Background: an optimization exercise with open tools, aiming at small area. Do not read the settings as production practice.
Where RTL was checked, it was by simulation tests only, not by an equivalence proof against the original.
Function not checked in run 2: the RTL went through the layout flow alone.
Power and IR drop assume default switching activity.

==> design.v <==
`timescale 1ns/1ns
module bomber_top
(
	input  logic        clk,
	input  logic        rst,
	input  logic [11:0] paddr_i,
	input  logic        psel_i,
	input  logic        penable_i,
	input  logic        pwrite_i,
	input  logic [31:0] pwdata_i,
	output logic [31:0] prdata_o,
	output logic        pready_o,
	output logic        pslverr_o
);
	localparam logic [6:0] T_GRANT = 7'd96;   
	localparam logic [6:0] T_CAP   = 7'd32;   
	localparam logic [2:0] R_FAR  = 3'b000;
	localparam logic [2:0] R_NEAR = 3'b001;   
	localparam logic [2:0] R_UP   = 3'b100;   
	localparam logic [2:0] R_DOWN = 3'b101;
	localparam logic [2:0] R_LEFT = 3'b110;
	localparam logic [2:0] R_RGHT = 3'b111;
	function automatic logic [2:0] rel(input logic [3:0] er, input logic [3:0] ec,
		input logic row_odd, input logic col_odd);
		logic zr, zc;
		zr = (er == 4'd0);
		zc = (ec == 4'd0);
		rel = R_FAR;
		if (zr && zc)
			rel = R_NEAR;
		else if (zr && !row_odd && (ec == 4'd1 || ec == 4'd15))
			rel = R_NEAR;
		else if (zc && !col_odd && (er == 4'd1 || er == 4'd15))
			rel = R_NEAR;
		else if (zr && !row_odd && ec == 4'd14)
			rel = R_LEFT;
		else if (zr && !row_odd && ec == 4'd2)
			rel = R_RGHT;
		else if (zc && !col_odd && er == 4'd14)
			rel = R_UP;
		else if (zc && !col_odd && er == 4'd2)
			rel = R_DOWN;
	endfunction
	function automatic logic [2:0] flip(input logic [2:0] c);
		flip = {c[2:1], c[0] ^ c[2]};
	endfunction
	function automatic logic dec(input logic [2:0] c, input logic [3:0] open);
		dec = (c == R_NEAR) || (c[2] && open[c[1:0]]);
	endfunction
	logic       cmd_v;
	logic       cmd_sel;
	logic [2:0] cmd_op;
	logic       breq;
	logic       bsel;
	logic [3:0] pr [2];
	logic [3:0] pc [2];
	logic       dead [2];
	logic [1:0] dcnt [2];
	logic [6:0] tm [4];
	logic [3:0] sr [4];
	logic [3:0] sc [4];
	logic       sbh [4];
	logic       sbu [4];
	logic       sbd [4];
	logic [2:0] pcode [2][4];    
	logic [2:0] ccode [4][4];    
	logic [8:0] box6;    
	logic [4:0] box5;    
	logic vis [4], live [4], idle [4], fuse [4];
	logic [3:0] open [4];
	logic [8:0] rowhot [4];
	always_comb begin
		for (int j = 0; j < 4; j++) begin
			vis[j]  = (tm[j] >= 7'd16) && (tm[j] <= 7'd31);
			live[j] = (tm[j] >= 7'd18);
			idle[j] = (tm[j] <= 7'd16);
			fuse[j] = (tm[j] >= 7'd33);
			open[j] = {!(sbh[j] & !sc[j][1]), !(sbh[j] & sc[j][1]), !sbd[j], !sbu[j]};
			for (int r = 0; r < 9; r++)
				rowhot[j][r] = sr[j] == 4'(r);
		end
	end
	logic access, wr_cmd, in_map, addr_err;
	assign access   = psel_i & penable_i;
	assign wr_cmd   = access & pwrite_i & (paddr_i == 12'h000);
	assign pready_o = 1'b1;
	assign in_map   = paddr_i >= 12'h100 && paddr_i[1:0] == 2'b00 && paddr_i < 12'h2B0;
	always_comb begin
		case (paddr_i)
			12'h000: addr_err = !pwrite_i;
			12'h004, 12'h008, 12'h00C: addr_err = pwrite_i;
			default: addr_err = pwrite_i || !in_map;
		endcase
	end
	assign pslverr_o = addr_err;
	logic [3:0] rd_r, rd_c;
	always_comb begin
		rd_r = 'x;
		rd_c[1:0] = paddr_i[3:2];
		rd_c[3:2] = 'x;
		for (int w = 16; w < 43; w++)
			if (paddr_i[9:4] == 6'(w)) begin
				rd_r = 4'((w - 16) / 3);
				rd_c[3:2] = 2'((w - 16) % 3);
			end
	end
	logic [3:0] own_r, own_c, tg_r, tg_c, q_r, q_c;
	logic       at_edge, is_move;
	assign own_r = cmd_sel ? pr[1] : pr[0];
	assign own_c = cmd_sel ? pc[1] : pc[0];
	always_comb begin
		tg_r = own_r;
		tg_c = own_c;
		is_move = 1'b1;
		at_edge = 1'b0;
		case (cmd_op)
			3'd0: if (own_r == 4'd0) at_edge = 1'b1; else tg_r = own_r - 4'd1;
			3'd1: if (own_r == 4'd8) at_edge = 1'b1; else tg_r = own_r + 4'd1;
			3'd2: if (own_c == 4'd0) at_edge = 1'b1; else tg_c = own_c - 4'd1;
			3'd3: if (own_c == 4'd11) at_edge = 1'b1; else tg_c = own_c + 4'd1;
			default: is_move = 1'b0;
		endcase
	end
	assign q_r = cmd_v ? tg_r : rd_r;
	assign q_c = cmd_v ? tg_c : rd_c;
	logic [2:0] qcode [4];
	logic q_blast, q_bub, q_wall, q_box;
	always_comb begin
		q_blast = 1'b0;
		q_bub   = 1'b0;
		for (int j = 0; j < 4; j++) begin
			logic [3:0] er, ec;
			er = q_r - sr[j];
			ec = q_c - sc[j];
			qcode[j] = rel(er, ec, q_r[0], q_c[0]);
			q_blast  = q_blast | (vis[j] & dec(qcode[j], open[j]));
			q_bub    = q_bub | (live[j] & (er == 4'd0) & (ec == 4'd0));
		end
		q_wall = q_r[0] & q_c[0];
		q_box  = (q_c == 4'd6 && |(box6 & (9'd1 << q_r))) ||
		         (q_c == 4'd5 && !q_r[0] && |(box5 & (5'd1 << q_r[3:1])));
	end
	logic [2:0] q_cell;
	assign q_cell = q_blast ? 3'd4 : q_bub ? 3'd3 : q_wall ? 3'd1 : q_box ? 3'd2 : 3'd0;
	always_comb begin
		prdata_o = '0;
		if (paddr_i[9:8] == 2'b00) begin
			case (paddr_i[3:2])
				2'd1: prdata_o[1:0] = {dead[1], dead[0]};
				2'd2: begin prdata_o[3:0] = pc[0]; prdata_o[11:8] = pr[0]; end
				default: begin prdata_o[3:0] = pc[1]; prdata_o[11:8] = pr[1]; end
			endcase
		end else begin
			prdata_o[2:0] = q_cell;
		end
	end
	logic sel_dead, move_ok, drop_ok;
	logic moved [2];
	assign sel_dead = cmd_sel ? dead[1] : dead[0];
	assign move_ok  = is_move & !at_edge & (q_blast | (!q_bub & !q_wall & !q_box));
	assign drop_ok  = cmd_op == 3'd4 && !q_bub;
	assign moved[0] = cmd_v & !cmd_sel & !dead[0] & move_ok;
	assign moved[1] = cmd_v &  cmd_sel & !dead[1] & move_ok;
	always_ff @(posedge clk or posedge rst) begin
		if (rst) begin
			cmd_v <= 1'b0;
			breq  <= 1'b0;
		end else begin
			cmd_v <= wr_cmd;
			breq  <= cmd_v & !sel_dead & drop_ok;
		end
	end
	always_ff @(posedge clk) begin
		if (wr_cmd) begin
			cmd_op  <= pwdata_i[2:0];
			cmd_sel <= pwdata_i[4];
		end
		bsel <= cmd_sel;
	end
	logic p_inb [2];
	always_comb begin
		for (int p = 0; p < 2; p++) begin
			p_inb[p] = 1'b0;
			for (int j = 0; j < 4; j++)
				p_inb[p] = p_inb[p] | (vis[j] & dec(pcode[p][j], open[j]));
		end
	end
	always_ff @(posedge clk or posedge rst) begin
		if (rst) begin
			pr[0] <= 4'd0;  pc[0] <= 4'd0;
			pr[1] <= 4'd8;  pc[1] <= 4'd11;
			dead[0] <= 1'b0;
			dead[1] <= 1'b0;
		end else begin
			for (int p = 0; p < 2; p++) begin
				if (moved[p]) begin
					pr[p] <= tg_r;
					pc[p] <= tg_c;
				end
				if (!dead[p] && p_inb[p] && dcnt[p] == 2'd3)
					dead[p] <= 1'b1;
			end
		end
	end
	always_ff @(posedge clk) begin
		for (int p = 0; p < 2; p++) begin
			if (!dead[p]) begin
				if (!p_inb[p])
					dcnt[p] <= 2'd0;
				else if (dcnt[p] != 2'd3)
					dcnt[p] <= dcnt[p] + 2'd1;
			end
		end
	end
	logic [2:0] ppcode;
	assign ppcode = rel(pr[1] - pr[0], pc[1] - pc[0], pr[1][0], pc[1][0]);
	logic grant [4];
	logic chain [4];
	always_comb begin
		grant[0] = breq & !bsel & idle[0];
		grant[1] = breq & !bsel & !idle[0] & idle[1];
		grant[2] = breq &  bsel & idle[2];
		grant[3] = breq &  bsel & !idle[2] & idle[3];
		for (int i = 0; i < 4; i++)
			chain[i] = 1'b0;
		for (int i = 0; i < 4; i++) begin
			for (int j = i + 1; j < 4; j++) begin
				chain[i] = chain[i] | (vis[j] & dec(ccode[i][j], open[j]));
				chain[j] = chain[j] | (vis[i] & dec(flip(ccode[i][j]), open[i]));
			end
		end
	end
	always_ff @(posedge clk or posedge rst) begin
		if (rst) begin
			for (int j = 0; j < 4; j++)
				tm[j] <= 7'd0;
		end else begin
			for (int j = 0; j < 4; j++) begin
				if (grant[j])
					tm[j] <= T_GRANT;
				else if (fuse[j] && chain[j])
					tm[j] <= T_CAP;
				else if (tm[j] != 7'd0)
					tm[j] <= tm[j] - 7'd1;
			end
		end
	end
	always_ff @(posedge clk) begin
		for (int j = 0; j < 4; j++) begin
			if (grant[j]) begin
				sr[j] <= bsel ? pr[1] : pr[0];
				sc[j] <= bsel ? pc[1] : pc[0];
			end
			if (!vis[j]) begin
				sbh[j] <= ((sc[j] == 4'd4 || sc[j] == 4'd6) && |(rowhot[j] & {box5[4], 1'b0, box5[3], 1'b0, box5[2], 1'b0, box5[1], 1'b0, box5[0]})) ||
				          ((sc[j] == 4'd5 || sc[j] == 4'd7) && |(rowhot[j] & box6));
				sbu[j] <= (sc[j] == 4'd6) && |(rowhot[j][8:1] & box6[7:0]);
				sbd[j] <= (sc[j] == 4'd6) && |(rowhot[j][7:0] & box6[8:1]);
			end
		end
		for (int p = 0; p < 2; p++)
			for (int j = 0; j < 4; j++) begin
				if (grant[j])
					pcode[p][j] <= (p == j / 2) ? R_NEAR : (p == 1) ? ppcode : flip(ppcode);
				else if (moved[p])
					pcode[p][j] <= qcode[j];
			end
		for (int i = 0; i < 4; i++)
			for (int j = i + 1; j < 4; j++) begin
				if (grant[i])
					ccode[i][j] <= pcode[i / 2][j];
				else if (grant[j])
					ccode[i][j] <= flip(pcode[j / 2][i]);
			end
	end
	logic [8:0] rhot [4];     
	logic       hit6 [4];     
	logic       hit5 [4];
	logic       on6 [4];      
	logic [8:0] clr6;
	logic [4:0] clr5;
	always_comb begin
		for (int j = 0; j < 4; j++) begin
			rhot[j] = vis[j] ? rowhot[j] : 9'd0;
			hit6[j] = sc[j] == 4'd5 || sc[j] == 4'd7 || sc[j] == 4'd8 || (sc[j] == 4'd4 && !sbh[j]);
			hit5[j] = sc[j] == 4'd3 || sc[j] == 4'd4 || sc[j] == 4'd6 || (sc[j] == 4'd7 && !sbh[j]);
			on6[j]  = sc[j] == 4'd6;
		end
		for (int r = 0; r < 9; r++) begin
			clr6[r] = 1'b0;
			for (int j = 0; j < 4; j++) begin
				if (r % 2 == 0)
					clr6[r] = clr6[r] | (rhot[j][r] & hit6[j]);
				if (r >= 1) clr6[r] = clr6[r] | (on6[j] & rhot[j][r - 1]);
				if (r <= 7) clr6[r] = clr6[r] | (on6[j] & rhot[j][r + 1]);
				if (r >= 2) clr6[r] = clr6[r] | (on6[j] & rhot[j][r - 2] & !sbd[j]);
				if (r <= 6) clr6[r] = clr6[r] | (on6[j] & rhot[j][r + 2] & !sbu[j]);
			end
		end
		for (int k = 0; k < 5; k++) begin
			clr5[k] = 1'b0;
			for (int j = 0; j < 4; j++)
				clr5[k] = clr5[k] | (rhot[j][2 * k] & hit5[j]);
		end
	end
	always_ff @(posedge clk or posedge rst) begin
		if (rst) begin
			box6 <= 9'h1ff;
			box5 <= 5'h1f;
		end else begin
			box6 <= box6 & ~clr6;
			box5 <= box5 & ~clr5;
		end
	end
endmodule
==> run.sh <==
#!/bin/bash
# synth_recipe.tcl (not shown) runs the flow's synth.tcl, then flattens the netlist and writes it again
# the make line also repeats each setting of config.mk as NAME=value (left out here)
make -C /OpenROAD-flow-scripts/flow DESIGN_CONFIG=/design/flow/config.mk WORK_HOME=/design/flow/orfs CLKGATE_MAP_FILE= SYNTH_SCRIPT=/design/flow/synth_recipe.tcl finish
==> config.mk <==
export PLATFORM = sky130hd
export DESIGN_NAME = bomber_top
export DESIGN_NICKNAME = bomber_top
export VERILOG_FILES = /design/flow/design.v
export SDC_FILE = /design/flow/constraint.sdc
export NUM_CORES = 8
export LEC_CHECK = 0
export ABC_AREA = 1
export CAP_MARGIN = 20
export CORE_MARGIN = 2
export CORE_UTILIZATION = 30
export SLEW_MARGIN = 20
==> constraint.sdc <==
create_clock -name core_clock -period 12.0 [get_ports {clk}]
set_input_delay 2.4000 -clock core_clock [delete_from_list [all_inputs] [get_ports {clk}]]
set_output_delay 2.4000 -clock core_clock [all_outputs]
set_load 0.01 [all_outputs]
==> results of run 1 <==
## state kept, by name (all words and copies together) (netlist names), 5 cells and up
signal / count
pcode: 24
box6: 9
sr: 16
pc: 8
ccode: 18
sc: 16
tm: 28
pr: 8
box5: 5
## power by group through the flow
stage	Sequential (mW)	Clock [mW]	Combinational, mW
detailed placement	0.747	0	0.618
finish	0.740	0.548	0.624
floorplan	0.701	0	0.440
global placement	0.745	0	0.606
CTS	0.737	0.556	0.620
global route	0.752	0.576	0.700
## cell type report
class,instances,area (sq um)
Fill cell,4910,30000
Clock inverter,10,101
Inverter,349,1310
Clock buffer,22,475
Sequential cell,157,4300
Multi-Input combinational cell,1452,7830
Tap cell,600,751
Timing Repair Buffer,40,373
## logic make-up (layout without fill, tap and decap cells)
logic type | count (synthesis) | after routing
compound gates | 414 | 414
xor+xnor | 30 | 30
fa+ha+maj | 70 | 70
buf+inv | 408 | 421
flops | 157 | 157
mux | 2 | 2
other cells | 2 | 25
simple gates | 911 | 911
## worst min path at each step
stage,cells past startpoint,slack (ns),end
2_1_floorplan,2,0.47,pcode[1][0]$_SDFFE_PP1P_
3_3_place_gp,2,0.50,pr[1][3]$_DFFE_PP1P_
3_5_place_dp,2,0.51,pc[1][1]$_DFFE_PP1P_
4_1_cts,2,0.52,pc[1][1]$_DFFE_PP1P_
5_1_grt,1,0.56,tm[1][2]$_DFFE_PP0P_
6_report,2,0.52,pc[1][1]$_DFFE_PP1P_
## critical path: cells and delay by family
family / cells / cell delay, ns
simple gates: 18 / 2.10
buf+inv: 6 / 1.69
compound gates: 4 / 1.40
fa+ha+maj: 1 / 0.44
xor+xnor: 1 / 0.28
## per-layer routing
metal,vias up,GRT usage [%],routed length [um]
met1,6627,28.2,21800
met3,119,3.64,3840
met5,-,0,0
met2,623,34.0,22300
met4,0,10.1,2240
li1,6745,-,-
## cells in the final DEF (no fill, tap or decap), types with 8 or more instances in the layout
cell / n
nand2_2: 8
o22ai_1: 44
o211ai_1: 24
o311ai_0: 9
a21oi_1: 82
dfstp_2: 18
xor2_1: 16
o21ai_1: 20
o32ai_1: 8
o31ai_1: 9
clkbuf_16: 18
a31oi_1: 14
nand2_1: 410
o221ai_1: 10
clkdlybuf4s50_1: 29
nand4_1: 33
edfxtp_1: 82
a221oi_1: 15
xnor2_1: 14
nand3_1: 111
ha_1: 60
buf_4: 11
fa_1: 10
dfrtp_1: 44
dfxtp_1: 13
nor2_1: 253
a211oi_1: 16
conb_1: 25
nor4_1: 14
inv_1: 340
nor3_1: 54
o21ai_0: 117
==> results.sh, run 1 <==
export IMPL_place_inst=2598
export IMPL_hpwl_um=38900
export IMPL_synth_most_common_cell="nand2_1"
export IMPL_end_kind="output port"
export IMPL_drt_total_wl_um=50200
export IMPL_final_util_pct=33.5
export IMPL_worstMarginPinSlew_ns=1.15
export IMPL_crit_path_frequent_cell="nand2_1"
export IMPL_dp_slack_ns=1.40
export IMPL_sw_frac_of_total_pct=40.2
export IMPL_drt_pass1_iterations=6
export IMPL_postCtsHoldBufs=0
export IMPL_clk_pin_slew_ns=0.07
export IMPL_syn_inst=1994
export IMPL_cp_slowest_stage_delay_ns=0.64
export IMPL_period_share_pct=89.1
export IMPL_crit_required_ns=9.60
export IMPL_antenna_found_initial=0
export IMPL_coreArea_sq_um=45200
export IMPL_setup_tns_ns=0
export IMPL_status="complete, no violations"
export IMPL_synth_async_reset_ratio_pct=39.5
export IMPL_synth_edf_count=82
export IMPL_wire_per_inst_um=19.1
export IMPL_cts_path_max_buffers=2
export IMPL_drc=0
export IMPL_route_vias_total=14100
export IMPL_cap_viol_max_count=0
export IMPL_p_switching_mw=0.769
export IMPL_synth_xor_xnor_area_share_pct=1.92
export IMPL_synth_top_family_by_area="simple AND/OR/NAND/NOR gates"
export IMPL_synth_cell_area_sq_um=13700
export IMPL_r2r_slack_ns=5.62
export IMPL_grt_pass1_wl_um=77300
export IMPL_crit_path_end="prdata_o[1]"
export IMPL_area_growth_pct=10.5
export IMPL_insertion_delay_ns=0.46
export IMPL_p_per_area_nw_per_um2=126
export IMPL_fin_nets=2136
export IMPL_drive_gt1_share_pct=4.68
export IMPL_path_max_fanout=6
export IMPL_synthFlopType="edfxtp_1"
export IMPL_stdcell_count=2630
export IMPL_postRouteAntennaNets=0
export IMPL_cts_htree_levels=4
export IMPL_ys_types=64
export IMPL_gr_total_overflow=0
export IMPL_start_util_pct=30.3
export IMPL_synthTopCellsByArea="edfxtp_1, nand2_1, inv_1"
export IMPL_ys_seq_area_share_pct=31.4
export IMPL_grt_pass1_vias=13500
export IMPL_rows=78
export IMPL_vdd_ir_drop_max_v=0.000114
export IMPL_ff2ff_path_depth=32
export IMPL_post_cts_buffers=0
export IMPL_grtUsageTotal_pct=21.4
export IMPL_leakagePower_nw=6.55
export IMPL_drt_iter0_drc=1496
export IMPL_viasPerCell=5.37
export IMPL_skew_ns=0.0138
export IMPL_min_from="pc[1][1]$_DFFE_PP1P_"
export IMPL_globalplace_congestion=0.998
export IMPL_rr_startpoint="cmd_sel$_DFFE_PP_"
export IMPL_grt_start_max_net_pins=63
export IMPL_dieWidth_um=218
export IMPL_synth_top_area_cell="edfxtp_1"
export IMPL_die_area_sq_um=47400
export IMPL_power_frac_comb_pct=32.6
export IMPL_slew_violations=0
export IMPL_total_power_mw=1.91
export IMPL_root_buffer="clkbuf_16"
export IMPL_die_h_um=218
export IMPL_cts_resized=0
export IMPL_muxShareOfSynthArea_pct=0.164
export IMPL_synth_compound_area_share_pct=18.9
export IMPL_rsz0062_at_grt="false"
export IMPL_hold_viol_final=0
export IMPL_postSynthAreaPerCell_sq_um=6.87
export IMPL_arrival_ns=8.30
export IMPL_slew_headroom_pct=22.5
export IMPL_synth_simple_gate_area_share_pct=28.5
export IMPL_p_clk_share_pct=28.7
export IMPL_timing_hold_ws_ns=0.518
export IMPL_synthAdderAreaFrac_pct=6.94
export IMPL_final_area_sq_um=15100
export IMPL_placedInstanceArea_sq_um=14600
export IMPL_cts_sinks=157
export IMPL_startpoint="paddr_i[4]"
export IMPL_cp_slowest_cell="o21ai_0"
export IMPL_yosysTopAreaCellShare_pct=18.0
export IMPL_numCtsBuffers=17
export IMPL_power_frac_seq_pct=38.7
export IMPL_numPortBuffers=29
export IMPL_max_freq_ghz=0.0935
export IMPL_io_pins=83
export IMPL_finalCriticalPeriod_ns=10.70
export IMPL_start_kind="input pin"
export IMPL_critical_path_class="in2out"
export IMPL_cts_tree="done"
export IMPL_setup_viol=0
export IMPL_yosys_warnings=28
export IMPL_setup_slack_ns=1.30
export IMPL_hold_class="reg2reg"
export IMPL_synth_commonest_cells="nand2_1, inv_1, nor2_1"
export IMPL_timing_rr_end="pcode[5][0]$_DFFE_PP_"
export IMPL_antenna_cells=0
export IMPL_internal_power_mw=1.14
export IMPL_ys_ff_latch=157
==> inputs of run 2 (changes only) <==
--- a/design.v
+++ b/design.v
@@ -67,5 +67,5 @@
 	logic [8:0] box6;    
 	logic [4:0] box5;    
-	logic vis [4], live [4], idle [4], fuse [4];
+	logic vis [4], live [4], idle [4], fuse [4], fexp [4], cap [4];
 	logic [3:0] open [4];
 	logic [8:0] rowhot [4];
@@ -76,4 +76,6 @@
 			idle[j] = (tm[j] <= 7'd16);
 			fuse[j] = (tm[j] >= 7'd33);
+			fexp[j] = (tm[j] == 7'd33);
+			cap[j]  = (tm[j] == 7'd32);
 			open[j] = {!(sbh[j] & !sc[j][1]), !(sbh[j] & sc[j][1]), !sbd[j], !sbu[j]};
 			for (int r = 0; r < 9; r++)
@@ -172,9 +174,7 @@
 	end
 	always_ff @(posedge clk) begin
-		if (wr_cmd) begin
-			cmd_op  <= pwdata_i[2:0];
-			cmd_sel <= pwdata_i[4];
-		end
-		bsel <= cmd_sel;
+		cmd_op  <= pwdata_i[2:0];
+		cmd_sel <= pwdata_i[4];
+		bsel    <= cmd_sel;
 	end
 	logic p_inb [2];
==> flow/run.sh (new file) <==
#!/bin/bash
set -euo pipefail
here=$(pwd)
{
	head -n 1 synth_recipe.tcl
	cat <<EOT
proc extract_fa {args} { }
proc abc {args} {
  set i [lsearch \$args -script]
  if {\$i >= 0} { set args [lreplace \$args \$i [expr {\$i + 1}] -script $here/flow/area.abc] }
  yosys abc {*}\$args
}
EOT
	tail -n +2 synth_recipe.tcl
} > area_synth.tcl
sed "s#SYNTH_SCRIPT=[^ ]*#SYNTH_SCRIPT=$here/area_synth.tcl#" standard.sh > area_standard.sh
grep -q "SYNTH_SCRIPT=$here/area_synth.tcl" area_standard.sh
bash area_standard.sh > flow.log 2>&1
==> flow/area.abc (new file) <==
strash
&get -n
&fraig -x
&put
scorr
dc2
dretime
strash
&get -n
&dch -f
&nf -R 1000 -p
&put
strash
&get -n
&dch -f
&nf -R 1000 -p
&put
==> standard.sh (new file) <==
#!/bin/bash
# synth_recipe.tcl (not shown) runs the flow's synth.tcl, then flattens the netlist and writes it again
# the make line also repeats each setting of config.mk as NAME=value (left out here)
make -C /OpenROAD-flow-scripts/flow DESIGN_CONFIG=/design/flow/config.mk WORK_HOME=/design/flow/orfs CLKGATE_MAP_FILE= SYNTH_SCRIPT=/design/flow/synth_recipe.tcl "${@:-finish}"
--- a/config.mk
+++ b/config.mk
@@ -10,3 +10,4 @@
 export CORE_MARGIN = 2
 export CORE_UTILIZATION = 30
+export CTS_BUF_LIST = sky130_fd_sc_hd__clkbuf_8
 export SLEW_MARGIN = 20
removed: run.sh
==> run 2 against run 1 <==
Hold slack worse by 0.066 ns. Largest cell class unchanged. Die area is 16% lower. Via count fell by 18%. Wire length shrank 20%. Non-clock buffer count increased by 9.
==> results.sh, run 2 <==
export IMPL_status="complete, no violations"
export IMPL_final_util_pct=34.1
export IMPL_end_kind="output port"
export IMPL_skew_ns=0.0260
export IMPL_hold_class="reg2reg"
export IMPL_postCtsHoldBufs=0
export IMPL_synth_edf_count=78
export IMPL_synthTopCellsByArea="edfxtp_1, dfrtp_1, nand2_1"
export IMPL_cp_slowest_cell="or4_1"
export IMPL_grt_pass1_vias=10700
export IMPL_wire_per_inst_um=20.3
export IMPL_crit_required_ns=9.60
export IMPL_rows=71
export IMPL_leakagePower_nw=4.54
export IMPL_io_pins=83
export IMPL_final_common_cell="nand2_1"
export IMPL_wl_met1_um=17000
export IMPL_post_cts_buffers=0
export IMPL_route_vias_total=11500
export IMPL_slew_violations=0
export IMPL_dr_wl_met3_um=3580
export IMPL_arrival_ns=8.55
export IMPL_synthFlopType="edfxtp_1"
export IMPL_dieWidth_um=199
export IMPL_drt_iter0_drc=1501
export IMPL_slew_headroom_pct=24.6
export IMPL_viasPerCell=5.81
export IMPL_syn_inst=1396
export IMPL_grt_pass1_wl_um=61900
export IMPL_route_met2_wl_um=18100
export IMPL_clk_pin_slew_ns=0.10
export IMPL_top_layer="met4"
export IMPL_cts_htree_levels=4
export IMPL_insertion_delay_ns=0.51
export IMPL_whs_path_depth=1
export IMPL_postSynthAreaPerCell_sq_um=8.17
export IMPL_drt_total_wl_um=40200
export IMPL_fin_nets=1511
export IMPL_numPortBuffers=29
export IMPL_rsz0062_at_grt="false"
export IMPL_p_per_area_nw_per_um2=118
export IMPL_yosysTopAreaCellShare_pct=20.5
export IMPL_final_cell_mix="nand2_1, nor2_1, o21ai_0"
export IMPL_synth_most_common_cell="nand2_1"
export IMPL_start_kind="input pin"
export IMPL_antenna_found_initial=0
export IMPL_vdd_ir_drop_max_v=0.0000687
export IMPL_synth_cell_area_sq_um=11400
export IMPL_path_max_fanout=16
export IMPL_path_cells="clkdlybuf4s50_1 -> nor2_1 -> nand2b_1 -> nor3_1 -> a311oi_1 -> a32o_1 -> buf_4 -> nand2_1 -> nand2_1 -> o21ai_0 -> nor2_1 -> o21ai_0 -> xnor2_1 -> nor4_1 -> nand2_1 -> a21oi_1 -> a211o_1 -> a211oi_1 -> a21oi_1 -> nor2_1 -> or4_1 -> nand2b_1 -> o22ai_1 -> clkdlybuf4s50_1"
export IMPL_reg_largest_list="tm x28, pcode x24, ccode x18"
export IMPL_numCtsBuffers=17
export IMPL_max_freq_ghz=0.0914
export IMPL_ys_seq_area_share_pct=37.3
export IMPL_grt_start_max_net_pins=63
export IMPL_ys_types=59
export IMPL_start_util_pct=30.4
export IMPL_drc=0
export IMPL_cts_path_max_buffers=2
export IMPL_period_share_pct=91.2
export IMPL_grtUsageTotal_pct=20.6
export IMPL_cts_resized=0
export IMPL_gr_total_overflow=0
export IMPL_max_flop_register="tm"
export IMPL_synth_commonest_cells="nand2_1, nor2_1, o21ai_0"
export IMPL_cap_viol_max_count=0
export IMPL_crit_cells=24
export IMPL_setup_tns_ns=0
export IMPL_crit_buf_inv=3
export IMPL_path_delay_family="simple AND/OR/NAND/NOR gates"
export IMPL_hold_viol_final=0
export IMPL_root_buffer="clkbuf_8"
export IMPL_yosys_warnings=30
export IMPL_synth_async_reset_ratio_pct=39.5
export IMPL_hpwl_um=29600
export IMPL_drt_pass1_iterations=17
export IMPL_synth_top_area_cell="edfxtp_1"
export IMPL_ys_ff_latch=157
export IMPL_area_growth_pct=12.2
export IMPL_cts_tree="done"
export IMPL_cts_sinks=157
export IMPL_cp_slowest_stage_delay_ns=0.62
export IMPL_setup_viol=0
export IMPL_critical_path_class="in2out"
export IMPL_finalCriticalPeriod_ns=10.95
export IMPL_die_h_um=199
export IMPL_die_area_sq_um=39600
export IMPL_coreArea_sq_um=37600
export IMPL_ff2ff_path_depth=27
export IMPL_drive_gt1_share_pct=5.15
export IMPL_globalplace_congestion=0.925
export IMPL_largest_register_ff_count=28
export IMPL_postRouteAntennaNets=0
export IMPL_worstMarginPinSlew_ns=1.12
## run 2: changes by cell type after synthesis, sizes merged, moves of 36 or more
cell   delta
inv     -347
nor2    -106
nand2   -189
nand3    -74
xnor2    +42
ha       -60
o21ai    -36
## run 2: cell type report
type / instances / area [sq um]
Sequential cell: 157 / 4260
Fill cell: 3966 / 24800
Tap cell: 511 / 639
Clock buffer: 19 / 262
Timing Repair Buffer: 49 / 440
Antenna cell: 1 / 2.50
Inverter: 36 / 135
Multi-Input combinational cell: 1201 / 6930
Clock inverter: 13 / 129
## run 2: final timing paths
kind | startpoint | end | slack, ns
min | tm[0][0]$_DFFE_PP0P_ | tm[0][0]$_DFFE_PP0P_ | 0.45
max | paddr_i[5] | prdata_o[1] | 1.05
min reg2reg | tm[0][0]$_DFFE_PP0P_ | tm[0][0]$_DFFE_PP0P_ | 0.45
max in group asynchronous | rst | pr[0][0]$_DFFE_PP0P_ | 8.94
max reg2reg | cmd_sel$_DFF_P_ | pr[0][3]$_DFFE_PP0P_ | 4.32
min in group asynchronous | rst | tm[3][1]$_DFFE_PP0P_ | 2.48
## run 2: metal layers
layer	vias up	GRT usage (%)
li1	5333	-
met1	5487	27.3
met2	614	32.6
met3	104	3.70
met4	0	9.45
met5	-	0
## run 2: report_power, final
part           leakage [nW]  total (mW)  switching [mW]  internal (mW)
clock network         0.204       0.409           0.229          0.180
registers              1.65       0.717          0.0879          0.629
logic                  2.69       0.381           0.251          0.131
## run 2: cells by family (layout without fill, tap and decap cells)
kind of cell	Yosys count	in the layout	synth area share [%]
adder cells (fa/ha/maj)	9	9	0.790
multiplexers	31	31	3.29
other	2	26	0.0658
AND/OR/NAND/NOR	639	639	25.9
XOR/XNOR	86	86	6.60
AO/OA/AOI/OAI	411	411	23.2
buffers and inverters	61	117	2.83
flip-flops	157	157	37.3
## run 2: metrics by stage
stage	total power [mW]	cell area, sq um	setup WS [ns]	std cells	hold slack (ns)
floorplan	0.951	11500	2.72	1419	0.418
global placement	1.10	12400	1.13	1953	0.437
detailed placement	1.10	12400	1.17	1953	0.439
CTS	1.51	12800	1.10	1985	0.462
global route	1.58	12800	0.518	1986	0.481
finish	1.51	12800	1.05	1987	0.452
==> inputs of run 3 (changes only) <==
--- a/design.v
+++ b/design.v
@@ -57,5 +57,8 @@
 	logic       dead [2];
 	logic [1:0] dcnt [2];
+	logic [2:0] tm_hi [4];
+	logic [3:0] tm_lo [4];
 	logic [6:0] tm [4];
+	always_comb for (int j = 0; j < 4; j++) tm[j] = {tm_hi[j], tm_lo[j]};
 	logic [3:0] sr [4];
 	logic [3:0] sc [4];
@@ -231,20 +234,31 @@
 		end
 	end
+	logic [6:0] tm_d [4];
+	always_comb begin
+		for (int j = 0; j < 4; j++) begin
+			if (grant[j])
+				tm_d[j] = T_GRANT;
+			else if (fuse[j] && chain[j])
+				tm_d[j] = T_CAP;
+			else if (tm[j] != 7'd0)
+				tm_d[j] = tm[j] - 7'd1;
+			else
+				tm_d[j] = tm[j];
+		end
+	end
 	always_ff @(posedge clk or posedge rst) begin
 		if (rst) begin
 			for (int j = 0; j < 4; j++)
-				tm[j] <= 7'd0;
+				tm_hi[j] <= 3'd0;
 		end else begin
-			for (int j = 0; j < 4; j++) begin
-				if (grant[j])
-					tm[j] <= T_GRANT;
-				else if (fuse[j] && chain[j])
-					tm[j] <= T_CAP;
-				else if (tm[j] != 7'd0)
-					tm[j] <= tm[j] - 7'd1;
-			end
+			for (int j = 0; j < 4; j++)
+				tm_hi[j] <= tm_d[j][6:4];
 		end
 	end
 	always_ff @(posedge clk) begin
+		for (int j = 0; j < 4; j++)
+			tm_lo[j] <= tm_d[j][3:0];
+	end
+	always_ff @(posedge clk) begin
 		for (int j = 0; j < 4; j++) begin
 			if (grant[j]) begin
==> run 3 against run 2 <==
Global-route usage shrank 0.59 points. Synthesized cell count shrank 2.6%. Utilization grew 0.23 points. Clock-buffer cell count shrank 2. Sequential power shrank 12%.
==> results.sh, run 3 <==
export IMPL_drt_pass1_iterations=10
export IMPL_postCtsHoldBufs=0
export IMPL_place_inst=1929
export IMPL_largest_register_ff_count=24
export IMPL_start_kind="input pin"
export IMPL_cts_tree="done"
export IMPL_coreArea_sq_um=37500
export IMPL_skew_ns=0.0331
export IMPL_io_pins=83
export IMPL_status="complete, no violations"
export IMPL_end_kind="output port"
export IMPL_worstMarginPinSlew_ns=1.18
export IMPL_synth_cell_area_sq_um=11400
export IMPL_cts_resized=0
export IMPL_drt_iter0_drc=1367
export IMPL_placedInstanceArea_sq_um=12400
export IMPL_wire_per_inst_um=20.0
export IMPL_vdd_ir_drop_max_v=0.0000556
export IMPL_hpwl_um=29200
export IMPL_cts_htree_levels=4
export IMPL_crit_buf_inv=4
export IMPL_die_area_sq_um=39400
export IMPL_synth_async_reset_ratio_pct=29.3
export IMPL_gr_total_overflow=0
export IMPL_yosysTopAreaCellShare_pct=20.6
export IMPL_rows=71
export IMPL_sw_frac_of_total_pct=32.8
export IMPL_synth_top_area_cell="edfxtp_1"
export IMPL_setup_tns_ns=0
export IMPL_synth_most_common_cell="nand2_1"
export IMPL_finalCriticalPeriod_ns=11.02
export IMPL_grt_start_max_net_pins=47
export IMPL_dp_slack_ns=1.08
export IMPL_final_cell_mix="nand2_1, nor2_1, a21oi_1"
export IMPL_leakagePower_nw=4.56
export IMPL_synth_edf_count=78
export IMPL_power_frac_seq_pct=50.8
export IMPL_ff2ff_path_depth=24
export IMPL_path_max_fanout=15
export IMPL_final_area_sq_um=12900
export IMPL_numPortBuffers=29
export IMPL_p_clk_share_pct=33.5
export IMPL_internal_power_mw=0.832
export IMPL_crit_path_frequent_cell="a21oi_1"
export IMPL_reg_largest_list="pcode x24, ccode x18"
export IMPL_fin_nets=1486
export IMPL_post_cts_buffers=0
export IMPL_cts_sinks=157
export IMPL_antenna_found_initial=0
export IMPL_synthTopCellsByArea="edfxtp_1, nand2_1, dfrtp_1"
export IMPL_stdcell_count=1961
export IMPL_fill_cells=3940
export IMPL_hold_class="reg2reg"
export IMPL_grt_pass1_wl_um=60600
export IMPL_grtUsageTotal_pct=20.0
export IMPL_clk_pin_slew_ns=0.09
export IMPL_path_delay_family="simple AND/OR/NAND/NOR gates"
export IMPL_syn_inst=1360
export IMPL_route_vias_total=11400
export IMPL_ys_types=60
export IMPL_postRouteAntennaNets=0
export IMPL_arrival_ns=8.62
export IMPL_setup_slack_ns=0.984
export IMPL_hold_viol_final=0
export IMPL_synthFlopType="edfxtp_1"
export IMPL_crit_required_ns=9.60
export IMPL_insertion_delay_ns=0.50
export IMPL_area_growth_pct=13.2
export IMPL_max_flop_register="pcode"
export IMPL_grt_pass1_vias=10600
export IMPL_cts_path_max_buffers=2
export IMPL_cp_slowest_cell="clkdlybuf4s50_1"
export IMPL_crit_cells=24
export IMPL_dieWidth_um=199
export IMPL_synth_commonest_cells="nand2_1, nor2_1, a21oi_1"
export IMPL_slew_violations=0
export IMPL_cap_viol_max_count=0
export IMPL_start_util_pct=30.3
export IMPL_power_frac_comb_pct=15.7
export IMPL_final_common_cell="nand2_1"
export IMPL_ys_ff_latch=157
export IMPL_ys_seq_area_share_pct=36.8
export IMPL_rsz0062_at_grt="false"
export IMPL_viasPerCell=5.81
export IMPL_setup_viol=0
export IMPL_antenna_cells=0
export IMPL_postSynthAreaPerCell_sq_um=8.35
export IMPL_drt_total_wl_um=39200
export IMPL_yosys_warnings=33
export IMPL_globalplace_congestion=0.948
export IMPL_period_share_pct=91.8
export IMPL_slew_headroom_pct=20.7
export IMPL_critical_path_class="in2out"
export IMPL_die_h_um=199
export IMPL_max_freq_ghz=0.0908
export IMPL_whs_path_depth=2
export IMPL_drive_gt1_share_pct=6.48
export IMPL_cp_slowest_stage_delay_ns=0.58
export IMPL_p_per_area_nw_per_um2=96.4
export IMPL_numCtsBuffers=17
export IMPL_p_switching_mw=0.407
export IMPL_root_buffer="clkbuf_8"
export IMPL_path_cells="clkdlybuf4s50_1 -> nor2b_1 -> and2_0 -> clkinv_1 -> o21ai_0 -> nor4_1 -> a21oi_1 -> buf_4 -> nor2b_1 -> maj3_1 -> maj3_1 -> xnor2_1 -> nand3_1 -> or3_1 -> nor3b_1 -> a21oi_1 -> or4b_1 -> a21oi_1 -> a21oi_1 -> o22ai_1 -> a21oi_1 -> nand2_1 -> o22ai_1 -> clkdlybuf4s50_1"
export IMPL_drc=0
run 3: area by class of cell:
class                   count  area, sq um  share of cell area [%]
multi-input cells        1161         6940                    54.0
inverters                  40          150                    1.17
flip-flops and latches    157         4180                    32.5
clock inverters            15          189                    1.47
clock buffers              17          234                    1.82
repair buffers             60          523                    4.07
well taps                 511          639                    4.97
run 3: layer usage:
| metal | global-route usage (%) | share of wire (%) | vias up |
|---|---|---|---|
| li1 | - | - | 5262 |
| met1 | 26.8 | 42 | 5412 |
| met2 | 32.1 | 45 | 603 |
| met3 | 2.92 | 8.6 | 107 |
| met4 | 8.82 | 4.2 | 0 |
| met5 | 0 | 0 | - |
run 3: power by group through the flow:
stage	registers (mW)	logic, mW	clock network (mW)
final	0.629	0.194	0.415
after global routing	0.633	0.217	0.444
after CTS	0.628	0.193	0.424
after detailed placement	0.640	0.192	0
after global placement	0.638	0.188	0
after floorplan	0.627	0.146	0
run 3: final timing paths:
path	startpoint	to	slack (ns)
max	paddr_i[8]	prdata_o[0]	0.98
min in group asynchronous	rst	tm_hi[0][2]$_DFFE_PP0P_	2.42
min reg2reg	tm_lo[2][3]$_SDFFE_PP0P_	tm_lo[2][3]$_SDFFE_PP0P_	0.47
min	tm_lo[2][3]$_SDFFE_PP0P_	tm_lo[2][3]$_SDFFE_PP0P_	0.47
max in group asynchronous	rst	tm_hi[2][0]$_DFFE_PP0P_	9.09
max reg2reg	cmd_sel$_DFF_P_	pcode[3][0]$_DFFE_PP_	4.69
run 3: through the flow:
stage | hold slack (ns) | util [%] | total power [mW]
after global routing | 0.498 | 34.3 | 1.29
after global placement | 0.442 | 33.1 | 0.826
after floorplan | 0.428 | - | 0.773
after CTS | 0.472 | 34.3 | 1.25
final | 0.470 | 34.3 | 1.24
after detailed placement | 0.448 | 33.1 | 0.832
run 3: worst register-to-register path, stage by stage, from the launching register on:
cell and delay, ns:
dfxtp_1 0.70, mux2i_1 0.53, nor2b_1 0.27, nand4_1 0.17, a32oi_1 0.38, mux2i_1 0.15
buf_4 0.21, xor2_1 0.25, a21oi_1 0.15, maj3_1 0.38, xnor2_1 0.32, nand4_1 0.25
nand2b_1 0.22, or3b_1 0.37, nor2_1 0.45, a21oi_1 0.15, nor2_1 0.10, a22o_1 0.17
nand2_1 0.06, o211ai_1 0.10, a21oi_1 0.15, a21boi_0 0.19, nor3_1 0.36, nand3_2 0.58
nand2_1 0.37
run 3: kinds of logic (layout without fill, tap and decap cells):
| kind of cell | Yosys count | after routing | synth area share (%) |
|---|---|---|---|
| other cells | 2 | 25 | 0.0661 |
| buf+inv | 65 | 132 | 2.97 |
| mux | 42 | 42 | 4.84 |
| fa+ha+maj | 14 | 14 | 1.23 |
| flops | 157 | 157 | 36.8 |
| compound gates | 393 | 393 | 22.5 |
| simple gates | 609 | 609 | 25.6 |
| xor+xnor | 78 | 78 | 6.02 |
==> inputs of run 4 (changes only) <==
--- a/design.v
+++ b/design.v
@@ -23,22 +23,14 @@
 	function automatic logic [2:0] rel(input logic [3:0] er, input logic [3:0] ec,
 		input logic row_odd, input logic col_odd);
-		logic zr, zc;
+		logic zr, zc, r1, c1, h, v;
 		zr = (er == 4'd0);
 		zc = (ec == 4'd0);
-		rel = R_FAR;
-		if (zr && zc)
-			rel = R_NEAR;
-		else if (zr && !row_odd && (ec == 4'd1 || ec == 4'd15))
-			rel = R_NEAR;
-		else if (zc && !col_odd && (er == 4'd1 || er == 4'd15))
-			rel = R_NEAR;
-		else if (zr && !row_odd && ec == 4'd14)
-			rel = R_LEFT;
-		else if (zr && !row_odd && ec == 4'd2)
-			rel = R_RGHT;
-		else if (zc && !col_odd && er == 4'd14)
-			rel = R_UP;
-		else if (zc && !col_odd && er == 4'd2)
-			rel = R_DOWN;
+		r1 = (er == 4'd1) || (er == 4'd15);
+		c1 = (ec == 4'd1) || (ec == 4'd15);
+		h  = zr && !row_odd;    
+		v  = zc && !col_odd;    
+		rel[2] = (h && (ec == 4'd14 || ec == 4'd2)) || (v && (er == 4'd14 || er == 4'd2));
+		rel[1] = h && (ec == 4'd14 || ec == 4'd2);
+		rel[0] = (zr && zc) || (h && c1) || (v && r1) || (h && ec == 4'd2) || (v && er == 4'd2);
 	endfunction
 	function automatic logic [2:0] flip(input logic [2:0] c);
--- a/config.mk
+++ b/config.mk
@@ -9,5 +9,5 @@
 export CAP_MARGIN = 20
 export CORE_MARGIN = 2
-export CORE_UTILIZATION = 30
+export CORE_UTILIZATION = 50
 export CTS_BUF_LIST = sky130_fd_sc_hd__clkbuf_8
 export SLEW_MARGIN = 20
==> run 4 against run 3 <==
Still clean. Via count is 1.3% higher. Sequential share of layout area is 1.2 points higher. Die area is 39% lower. Sequential power is 2% higher. Design area is 3.4% lower. Register-to-register slack worse by 0.85 ns. Utilization is 21 points higher. Synthesized area is 0.32% lower. Critical path type unchanged. Largest power group unchanged.
==> results.sh, run 4 <==
export IMPL_max_freq_ghz=0.0910
export IMPL_leakagePower_nw=4.54
export IMPL_hold_viol_final=0
export IMPL_grtUsageTotal_pct=32.5
export IMPL_ys_types=61
export IMPL_drt_total_wl_um=38900
export IMPL_vdd_ir_drop_max_v=0.0000850
export IMPL_grt_start_max_net_pins=47
export IMPL_arrival_ns=8.59
export IMPL_grt_pass1_vias=10400
export IMPL_final_common_cell="nand2_1"
export IMPL_cts_path_max_buffers=2
export IMPL_worstMarginPinSlew_ns=1.23
export IMPL_crit_required_ns=9.60
export IMPL_drive_gt1_share_pct=4.85
export IMPL_start_util_pct=50.5
export IMPL_multiInputGateArea_sq_um=6900
export IMPL_whs_path_depth=2
export IMPL_skew_ns=0.0216
export IMPL_coreArea_sq_um=22400
export IMPL_hpwl_um=28900
export IMPL_die_h_um=154
export IMPL_wire_per_inst_um=22.0
export IMPL_ff2ff_path_depth=29
export IMPL_fill_cells=2104
export IMPL_slew_headroom_pct=17.1
export IMPL_final_cell_mix="nand2_1, nor2_1, o21ai_0"
export IMPL_clk_pin_slew_ns=0.10
export IMPL_postRouteAntennaNets=0
export IMPL_cts_sinks=157
export IMPL_numPortBuffers=29
export IMPL_seq_area_sq_um=4180
export IMPL_synth_cell_area_sq_um=11300
export IMPL_min_from="tm_lo[2][3]$_SDFFE_PP0P_"
export IMPL_area_growth_pct=9.66
export IMPL_ys_ff_latch=157
export IMPL_largest_register_ff_count=24
export IMPL_synthTopCellsByArea="edfxtp_1, nand2_1, dfrtp_1"
export IMPL_final_util_pct=55.3
export IMPL_die_area_sq_um=23900
export IMPL_critical_path_class="in2out"
export IMPL_io_pins=83
export IMPL_timing_hold_ws_ns=0.470
export IMPL_insertion_delay_ns=0.48
export IMPL_rsz0062_at_grt="false"
export IMPL_route_vias_total=11500
export IMPL_numCtsBuffers=17
export IMPL_postCtsHoldBufs=0
export IMPL_fin_nets=1522
export IMPL_grt_pass1_wl_um=59300
export IMPL_antenna_found_initial=0
export IMPL_drc=0
export IMPL_synth_most_common_cell="nand2_1"
export IMPL_synth_top_area_cell="edfxtp_1"
export IMPL_cap_viol_max_count=0
export IMPL_cts_resized=0
export IMPL_placedInstanceArea_sq_um=12000
export IMPL_setup_tns_ns=0
export IMPL_rr_startpoint="cmd_sel$_DFF_P_"
export IMPL_synthFlopType="edfxtp_1"
export IMPL_dieWidth_um=154
export IMPL_cts_htree_levels=4
export IMPL_p_per_area_nw_per_um2=101
export IMPL_final_area_sq_um=12400
export IMPL_reg_largest_list="pcode x24, ccode x18"
export IMPL_cts_tree="done"
export IMPL_yosysTopAreaCellShare_pct=20.7
export IMPL_root_buffer="clkbuf_8"
export IMPL_post_cts_buffers=0
export IMPL_globalplace_congestion=0.942
export IMPL_synth_edf_count=78
export IMPL_status="complete, no violations"
export IMPL_start_kind="input pin"
export IMPL_drt_pass1_iterations=8
export IMPL_ys_seq_area_share_pct=36.9
export IMPL_startpoint="paddr_i[7]"
export IMPL_path_max_fanout=14
export IMPL_gr_total_overflow=0
export IMPL_rows=55
export IMPL_postSynthAreaPerCell_sq_um=8.03
export IMPL_slew_violations=0
export IMPL_max_flop_register="pcode"
export IMPL_syn_inst=1410
export IMPL_yosys_warnings=33
export IMPL_finalCriticalPeriod_ns=10.99
export IMPL_synth_commonest_cells="nand2_1, nor2_1, o21ai_0"
export IMPL_hold_class="reg2reg"
export IMPL_end_kind="output port"
export IMPL_viasPerCell=6.51
export IMPL_drt_iter0_drc=1254
export IMPL_place_inst=1739
export IMPL_synth_async_reset_ratio_pct=29.3
export IMPL_period_share_pct=91.6
export IMPL_antenna_cells=0
export IMPL_setup_viol=0
export IMPL_stdcell_count=1771
run 4: kinds of logic after synthesis:
| logic type | after synthesis | synth area share (%) |
|---|---|---|
| AND/OR/NAND/NOR | 640 | 26.3 |
| AO/OA/AOI/OAI | 435 | 24.6 |
| flip-flops | 157 | 36.9 |
| XOR/XNOR | 72 | 5.57 |
| buffers and inverters | 67 | 3.05 |
| multiplexers | 28 | 2.71 |
| adder cells (fa/ha/maj) | 9 | 0.796 |
| other | 2 | 0.0663 |
run 4: layout make-up:
cell class	instances	area share [%]
flip-flops and latches	157	33.6
multi-input cells	1209	55.6
repair buffers	46	3.37
inverters	42	1.27
clock inverters	15	1.36
well taps	285	2.87
clock buffers	17	1.88
run 4: critical path: stages:
cell and delay [ns]:
clkdlybuf4s50_1 0.66, nor2b_1 0.17, nand2_1 0.15, o21bai_1 0.12, a21oi_1 0.19, o2111ai_1 0.14, nand2_1 0.42, nor2_1 0.13
o21a_1 0.22, maj3_1 0.37, xnor2_1 0.19, or2_0 0.22, nor3_1 0.09, nand2_1 0.12, o21ai_0 0.10, a211oi_1 0.83
a21oi_1 0.08, a31oi_1 0.18, nor2_1 0.05, o21a_1 0.22, a211oi_1 0.59, nand2_1 0.15, o22ai_1 0.22, clkdlybuf4s50_1 0.57
run 4: report_power, final:
| part | switching, mW | internal [mW] | total [mW] |
|---|---|---|---|
| combinational | 0.130 | 0.0778 | 0.208 |
| clock | 0.248 | 0.159 | 0.407 |
| sequential | 0.0425 | 0.598 | 0.641 |
| total | 0.421 | 0.835 | 1.26 |
run 4: through the flow:
step	worst slack, ns	total power [mW]
3_3_place_gp	1.23	0.854
6_report	1.01	1.26
2_1_floorplan	3.01	0.789
5_1_grt	0.409	1.31
4_1_cts	1.17	1.26
3_5_place_dp	1.19	0.858
run 4: final timing paths:
| check | to | slack, ns |
|---|---|---|
| setup / recovery | prdata_o[0] | 1.01 |
| hold / removal | tm_lo[2][3]$_SDFFE_PP0P_ | 0.47 |
| setup reg to reg | pcode[4][2]$_DFFE_PP_ | 3.84 |
| hold reg to reg | tm_lo[2][3]$_SDFFE_PP0P_ | 0.47 |
| max in group asynchronous | pr[0][0]$_DFFE_PP0P_ | 9.06 |
| min in group asynchronous | tm_hi[0][1]$_DFFE_PP0P_ | 2.46 |
run 4: routing by layer:
layer | routed length [um] | part of all wire [%] | GRT usage [%]
met4 | 1370 | 3.5 | 12.6
met2 | 17500 | 45 | 50.9
met3 | 3790 | 9.7 | 6.28
met1 | 16300 | 42 | 44.8
met5 | 0 | 0 | 0
==> inputs of run 5 (changes only) <==
--- a/config.mk
+++ b/config.mk
@@ -7,7 +7,8 @@
 export LEC_CHECK = 0
 export ABC_AREA = 1
-export CAP_MARGIN = 20
+export CAP_MARGIN = 5
 export CORE_MARGIN = 2
-export CORE_UTILIZATION = 50
+export CORE_UTILIZATION = 30
 export CTS_BUF_LIST = sky130_fd_sc_hd__clkbuf_8
-export SLEW_MARGIN = 20
+export GPL_TIMING_DRIVEN = 0
+export SLEW_MARGIN = 5
==> run 5 against run 4 <==
Utilization is 21 points lower. Non-clock buffer count up 11. Sequential power about the same. Clock power up 3%. Global-route usage fell by 12 points. Synthesized area stayed put. Via count is 1.1% lower. Cell count increased by 13%. Combinational power about the same.
==> results.sh, run 5 <==
export IMPL_postRouteAntennaNets=0
export IMPL_synthFlopType="edfxtp_1"
export IMPL_rows=71
export IMPL_start_kind="input pin"
export IMPL_syn_inst=1410
export IMPL_cts_resized=0
export IMPL_cts_tree="done"
export IMPL_reg_largest_list="pcode x24, ccode x18"
export IMPL_yosysTopAreaCellShare_pct=20.7
export IMPL_synth_edf_count=78
export IMPL_synth_top_area_cell="edfxtp_1"
export IMPL_ys_ff_latch=157
export IMPL_postCtsHoldBufs=0
export IMPL_yosys_warnings=33
export IMPL_post_cts_buffers=0
export IMPL_cts_sinks=157
export IMPL_synth_async_reset_ratio_pct=29.3
export IMPL_total_power_mw=1.27
export IMPL_drt_pass1_iterations=6
export IMPL_cts_htree_levels=4
export IMPL_drc=0
export IMPL_drt_iter0_drc=1283
export IMPL_gr_total_overflow=0
export IMPL_route_vias_total=11400
export IMPL_synth_xor_xnor_area_share_pct=5.57
export IMPL_largest_register_ff_count=24
export IMPL_crit_required_ns=9.60
export IMPL_numPortBuffers=29
export IMPL_end_kind="output port"
export IMPL_skew_ns=0.0235
export IMPL_p_per_area_nw_per_um2=99.2
export IMPL_final_common_cell="nand2_1"
export IMPL_ys_types=61
export IMPL_clk_pin_slew_ns=0.10
export IMPL_slew_headroom_pct=17.8
export IMPL_synth_commonest_cells="nand2_1, nor2_1, o21ai_0"
export IMPL_worstMarginPinSlew_ns=1.22
export IMPL_postSynthAreaPerCell_sq_um=8.03
export IMPL_synth_simple_gate_area_share_pct=26.3
export IMPL_place_inst=1976
export IMPL_status="complete, no violations"
export IMPL_slew_violations=0
export IMPL_fin_nets=1533
export IMPL_coreArea_sq_um=37400
export IMPL_synthAdderAreaFrac_pct=0.796
export IMPL_die_h_um=198
export IMPL_synth_cell_area_sq_um=11300
export IMPL_cap_viol_max_count=0
export IMPL_vdd_ir_drop_max_v=0.0000730
export IMPL_muxShareOfSynthArea_pct=2.71
export IMPL_area_growth_pct=13.1
export IMPL_final_cell_mix="nand2_1, nor2_1, o21ai_0"
export IMPL_grt_start_max_net_pins=42
export IMPL_critical_path_class="in2out"
export IMPL_stdcell_count=2009
export IMPL_wl_met1_um=16900
export IMPL_drive_gt1_share_pct=5.48
export IMPL_grt_pass1_vias=10500
export IMPL_hpwl_um=29600
export IMPL_grt_pass1_wl_um=60200
export IMPL_hold_viol_final=0
export IMPL_leakagePower_nw=4.61
export IMPL_start_util_pct=30.3
export IMPL_setup_viol=0
export IMPL_period_share_pct=95.5
export IMPL_ys_seq_area_share_pct=36.9
export IMPL_top_layer="met4"
export IMPL_wire_per_inst_um=19.5
export IMPL_numCtsBuffers=17
export IMPL_rsz0062_at_grt="false"
export IMPL_path_max_fanout=16
export IMPL_max_flop_register="pcode"
export IMPL_insertion_delay_ns=0.51
export IMPL_dieWidth_um=198
export IMPL_max_freq_ghz=0.0873
export IMPL_synth_most_common_cell="nand2_1"
export IMPL_cts_path_max_buffers=2
export IMPL_die_area_sq_um=39300
export IMPL_synth_compound_area_share_pct=24.6
export IMPL_hold_class="reg2reg"
export IMPL_dr_wl_met3_um=3410
export IMPL_io_pins=83
export IMPL_finalCriticalPeriod_ns=11.45
export IMPL_antenna_found_initial=0
export IMPL_grtUsageTotal_pct=20.2
export IMPL_route_met2_wl_um=17400
export IMPL_drt_total_wl_um=39300
export IMPL_globalplace_congestion=0.918
export IMPL_synth_top_family_by_area="simple AND/OR/NAND/NOR gates"
export IMPL_viasPerCell=5.67
export IMPL_arrival_ns=9.05
export IMPL_synthTopCellsByArea="edfxtp_1, nand2_1, dfrtp_1"
export IMPL_setup_tns_ns=0
export IMPL_root_buffer="clkbuf_8"
-- run 5: final timing paths --
check                                    startpoint                       end  slack (ns)  depth (start not counted)
min                        tm_lo[3][3]$_SDFFE_PP0N_  tm_lo[3][3]$_SDFFE_PP0N_        0.47                          2
max reg2reg                         cmd_sel$_DFF_P_     pcode[5][1]$_DFFE_PP_        4.00                         27
max in group asynchronous                       rst         box6[1]$_DFF_PP1_        9.33                          3
min in group asynchronous                       rst   tm_hi[0][0]$_DFFE_PP0P_        2.11                          2
min reg2reg                tm_lo[3][3]$_SDFFE_PP0N_  tm_lo[3][3]$_SDFFE_PP0N_        0.47                          2
max                                      paddr_i[7]               prdata_o[0]        0.55                         23
-- run 5: layout make-up --
cell class                      count  area [sq um]
Antenna cell                        1          2.50
Sequential cell                   157          4180
Tap cell                          511           639
Timing Repair Buffer               32           337
Inverter                           42           159
Clock buffer                       17           234
Multi-Input combinational cell   1209          6900
Clock inverter                     15           174
Fill cell                        3914         24600
Buffer                             25           188
-- run 5: power breakdown --
part,internal (mW),switching (mW),leakage [nW]
clock,0.159,0.261,0.203
combinational,0.0808,0.130,2.80
sequential,0.598,0.0416,1.61
-- run 5: through the flow --
step                instance area [sq um]  hold WS [ns]  utilization, %  worst slack [ns]
floorplan                           11400         0.428               -              3.01
global placement                    12300         0.441            33.0             0.251
detailed placement                  12400         0.453            33.1             0.352
CTS                                 12800         0.473            34.2             0.312
global route                        12800         0.491            34.2             0.103
finish                              12800         0.468            34.2             0.546
-- run 5: kinds of logic after synthesis --
group | after synthesis
AND/OR/NAND/NOR | 640
AO/OA/AOI/OAI | 435
flip-flops | 157
XOR/XNOR | 72
buffers and inverters | 67
multiplexers | 28
adder cells (fa/ha/maj) | 9
other | 2
-- run 5: metal layers --
metal | global-route usage, % | vias to the layer above
li1 | - | 5393
met1 | 26.7 | 5370
met2 | 31.6 | 548
met3 | 4.24 | 85
met4 | 9.30 | 0
met5 | 0 | -
-- run 5: critical path, stage by stage --
cell and delay (ns):
clkdlybuf4s50_1 0.68, nor2_1 0.14, and2_0 0.26, nor2b_1 0.18, nor3b_1 0.27, a32o_1 0.78, nand2_1 0.20, o21a_1 0.26
maj3_1 0.37, xnor2_1 0.22, or2_0 0.23, nor3_1 0.10, nand2_1 0.14, o21ai_0 0.11, a211oi_1 0.69, a21oi_1 0.07
a31oi_1 0.17, nor2_1 0.05, o21a_1 0.21, a211oi_1 0.56, nand2_1 0.15, o22ai_1 0.23, clkdlybuf4s50_1 0.57
==> inputs of run 6 (changes only) <==
--- a/config.mk
+++ b/config.mk
@@ -11,4 +11,3 @@
 export CORE_UTILIZATION = 30
 export CTS_BUF_LIST = sky130_fd_sc_hd__clkbuf_8
-export GPL_TIMING_DRIVEN = 0
 export SLEW_MARGIN = 5
==> run 6 against run 5 <==
Synthesized cell count did not move. Via count is 2.6% higher. Hold slack got worse by 0.0011 ns. Sequential power barely moved. Fmax increased by 6.6%. Critical path type unchanged. Largest power group unchanged.
==> results.sh, run 6 <==
export IMPL_drive_gt1_share_pct=4.58
export IMPL_crit_path_end="prdata_o[0]"
export IMPL_synth_edf_count=78
export IMPL_max_flop_register="pcode"
export IMPL_postSynthAreaPerCell_sq_um=8.03
export IMPL_cp_slowest_stage_delay_ns=0.72
export IMPL_yosys_warnings=33
export IMPL_crit_required_ns=9.60
export IMPL_hold_class="reg2reg"
export IMPL_crit_path_frequent_cell="nand2_1"
export IMPL_worstMarginPinSlew_ns=1.13
export IMPL_setup_tns_ns=0
export IMPL_ys_seq_area_share_pct=36.9
export IMPL_cp_slowest_cell="or4_1"
export IMPL_finalCriticalPeriod_ns=10.74
export IMPL_cts_path_max_buffers=2
export IMPL_dp_slack_ns=1.26
export IMPL_leakagePower_nw=4.52
export IMPL_hpwl_um=29500
export IMPL_area_growth_pct=11.9
export IMPL_skew_ns=0.0243
export IMPL_postRouteAntennaNets=0
export IMPL_fin_nets=1522
export IMPL_placedInstanceArea_sq_um=12300
export IMPL_drt_pass1_iterations=6
export IMPL_grt_pass1_wl_um=61500
export IMPL_die_area_sq_um=39300
export IMPL_antenna_found_initial=0
export IMPL_grtUsageTotal_pct=20.5
export IMPL_drt_iter0_drc=1354
export IMPL_route_vias_total=11700
export IMPL_die_h_um=198
export IMPL_cts_htree_levels=4
export IMPL_globalplace_congestion=0.949
export IMPL_synth_async_reset_ratio_pct=29.3
export IMPL_cts_tree="done"
export IMPL_slew_violations=0
export IMPL_clk_pin_slew_ns=0.08
export IMPL_total_power_mw=1.26
export IMPL_hold_viol_final=0
export IMPL_start_kind="input pin"
export IMPL_synth_most_common_cell="nand2_1"
export IMPL_ff2ff_path_depth=26
export IMPL_wire_per_inst_um=20.0
export IMPL_drc=0
export IMPL_rr_startpoint="cmd_sel$_DFF_P_"
export IMPL_antenna_cells=0
export IMPL_r2r_slack_ns=4.41
export IMPL_ys_ff_latch=157
export IMPL_final_common_cell="nand2_1"
export IMPL_gr_total_overflow=0
export IMPL_path_max_fanout=10
export IMPL_critical_path_class="in2out"
export IMPL_synth_top_area_cell="edfxtp_1"
export IMPL_arrival_ns=8.34
export IMPL_numCtsBuffers=17
export IMPL_yosysTopAreaCellShare_pct=20.7
export IMPL_synthFlopType="edfxtp_1"
export IMPL_setup_slack_ns=1.26
export IMPL_final_cell_mix="nand2_1, nor2_1, o21ai_0"
export IMPL_reg_largest_list="pcode x24, ccode x18"
export IMPL_path_delay_family="simple AND/OR/NAND/NOR gates"
export IMPL_dieWidth_um=198
export IMPL_crit_cells=22
export IMPL_ys_types=61
export IMPL_synthTopCellsByArea="edfxtp_1, nand2_1, dfrtp_1"
export IMPL_rows=71
export IMPL_cts_resized=0
export IMPL_root_buffer="clkbuf_8"
export IMPL_insertion_delay_ns=0.48
export IMPL_synth_commonest_cells="nand2_1, nor2_1, o21ai_0"
export IMPL_timing_rr_end="pcode[2][2]$_DFFE_PP_"
export IMPL_startpoint="paddr_i[7]"
export IMPL_setup_viol=0
export IMPL_postCtsHoldBufs=0
export IMPL_max_freq_ghz=0.0931
export IMPL_viasPerCell=5.86
export IMPL_syn_inst=1410
export IMPL_path_cells="clkdlybuf4s50_1 -> nor2_1 -> and2_0 -> nor2b_1 -> nor3b_1 -> a32o_1 -> nand2_1 -> nand2_1 -> o21ai_0 -> maj3_1 -> xnor2_1 -> nor3_1 -> nand2_1 -> or4_1 -> a311oi_1 -> a211o_1 -> o21ai_0 -> a211oi_1 -> buf_4 -> nand2_1 -> o22ai_1 -> clkdlybuf4s50_1"
export IMPL_final_area_sq_um=12700
export IMPL_drt_total_wl_um=40000
export IMPL_numPortBuffers=29
export IMPL_end_kind="output port"
export IMPL_final_util_pct=33.9
export IMPL_start_util_pct=30.3
export IMPL_post_cts_buffers=0
export IMPL_status="complete, no violations"
export IMPL_cts_sinks=157
export IMPL_period_share_pct=89.5
export IMPL_grt_start_max_net_pins=47
export IMPL_grt_pass1_vias=10800
export IMPL_rsz0062_at_grt="false"
export IMPL_vdd_ir_drop_max_v=0.0000695
export IMPL_cap_viol_max_count=0
export IMPL_synth_cell_area_sq_um=11300
export IMPL_crit_buf_inv=3
export IMPL_coreArea_sq_um=37400
export IMPL_largest_register_ff_count=24
export IMPL_p_per_area_nw_per_um2=99.3
export IMPL_io_pins=83
export IMPL_slew_headroom_pct=24.9
==> run 6: cell types whose count changed in the layout (fill, tap and decap cells not counted), moves of 2 or more <==
cell / change
buf_4: -9
clkinvlp_4: +4
clkinv_2: -2
clkinv_8: -2
inv_8: -2
==> run 6: how the worst min path moves through the flow <==
stage                        startpoint                        to  depth (start not counted)
2_1_floorplan  tm_lo[0][0]$_SDFFE_PP0P_  tm_lo[0][0]$_SDFFE_PP0P_                          1
3_3_place_gp   tm_lo[0][0]$_SDFFE_PP0P_  tm_lo[0][0]$_SDFFE_PP0P_                          1
3_5_place_dp   tm_lo[0][0]$_SDFFE_PP0P_  tm_lo[0][0]$_SDFFE_PP0P_                          1
4_1_cts        tm_lo[3][3]$_SDFFE_PP0N_  tm_lo[3][3]$_SDFFE_PP0N_                          2
5_1_grt        tm_lo[3][3]$_SDFFE_PP0N_  tm_lo[3][3]$_SDFFE_PP0N_                          2
6_report       tm_lo[3][3]$_SDFFE_PP0N_  tm_lo[3][3]$_SDFFE_PP0N_                          2
==> run 6: final cells by class <==
type	instances	area (sq um)
multi-input combinational	1209	6880
sequential	157	4180
inverter	42	158
timing repair buffer	46	418
clock buffer	17	234
fill	3943	24700
tap	511	639
clock inverter	15	161
==> run 6: logic make-up (layout without fill, tap and decap cells) <==
logic type,count (synthesis),after routing,synth area share [%]
AO/OA/AOI/OAI,435,435,24.6
XOR/XNOR,72,72,5.57
adder cells (fa/ha/maj),9,9,0.796
buffers and inverters,67,120,3.05
flip-flops,157,157,36.9
multiplexers,28,28,2.71
other,2,25,0.0663
AND/OR/NAND/NOR,640,640,26.3
==> run 6: through the flow <==
stage,cells,hold WS (ns)
floorplan,1433,0.428
global placement,1965,0.443
detailed placement,1965,0.456
CTS,1997,0.471
global route,1997,0.501
finish,1997,0.467
==> run 6: metal layers <==
layer	share of wire [%]	vias up	global-route usage (%)
met4	3.7	0	8.30
met3	9.3	93	3.30
met5	0	-	0
li1	-	5369	-
met1	43	5581	28.4
met2	44	650	31.7
==> run 6: worst register-to-register path, stage by stage (launching register included) <==
cell,delay (ns)
dfxtp_1,0.72
mux2i_1,0.38
nand2_1,0.16
or2_0,0.26
nor2_1,0.22
o211ai_1,0.13
o21ai_0,0.18
a32o_1,0.52
nand2_1,0.20
nand2_1,0.10
o21ai_0,0.13
maj3_1,0.39
xnor2_1,0.17
nor3_1,0.21
nand2_1,0.12
or4_1,0.72
a21oi_1,0.21
a311oi_1,0.07
a211o_1,0.29
o21ai_0,0.08
a211oi_1,0.08
buf_4,0.17
o31ai_1,0.08
o2111ai_1,0.22
nor3_1,0.48
nand2_1,0.64
nand2_1,0.37
==> run 6: power breakdown <==
part           switching [mW]  leakage, nW  internal (mW)
sequential             0.0431         1.61          0.598
clock                   0.235        0.186          0.171
combinational           0.133         2.72         0.0777

port drivers added, routing unchanged:
In the flow no input, the clock included, has a driving cell. The finished layouts below were timed again as built, in two steps. Step 1 sets driving cells, clkbuf_16 on the clock port and buf_2 on the other inputs (assumed; they add their load-dependent delay and slew). Step 2 also shifts input and output timing later by t, the mid clock arrival at the registers, as if the neighbouring blocks saw the same clock. a / b / c = no drivers / after step 1 / after step 2; a / b = the first two.
run	t, ns	setup slack, ns	worst setup path after step 2
run 1	0.504	1.303 / 1.281 / 1.281	input to output
run 2	0.539	1.055 / 1.033 / 1.033	input to output
run 3	0.526	0.984 / 0.960 / 0.960	input to output
run 4	0.513	1.006 / 0.983 / 0.983	input to output
run 5	0.552	0.546 / 0.524 / 0.524	input to output
run 6	0.520	1.259 / 1.237 / 1.237	input to output
After both steps setup and hold are still met in every run listed. For run 3, which loses most, drivers alone change the setup slack by -0.024 ns; drivers and shift together by -0.024 ns.
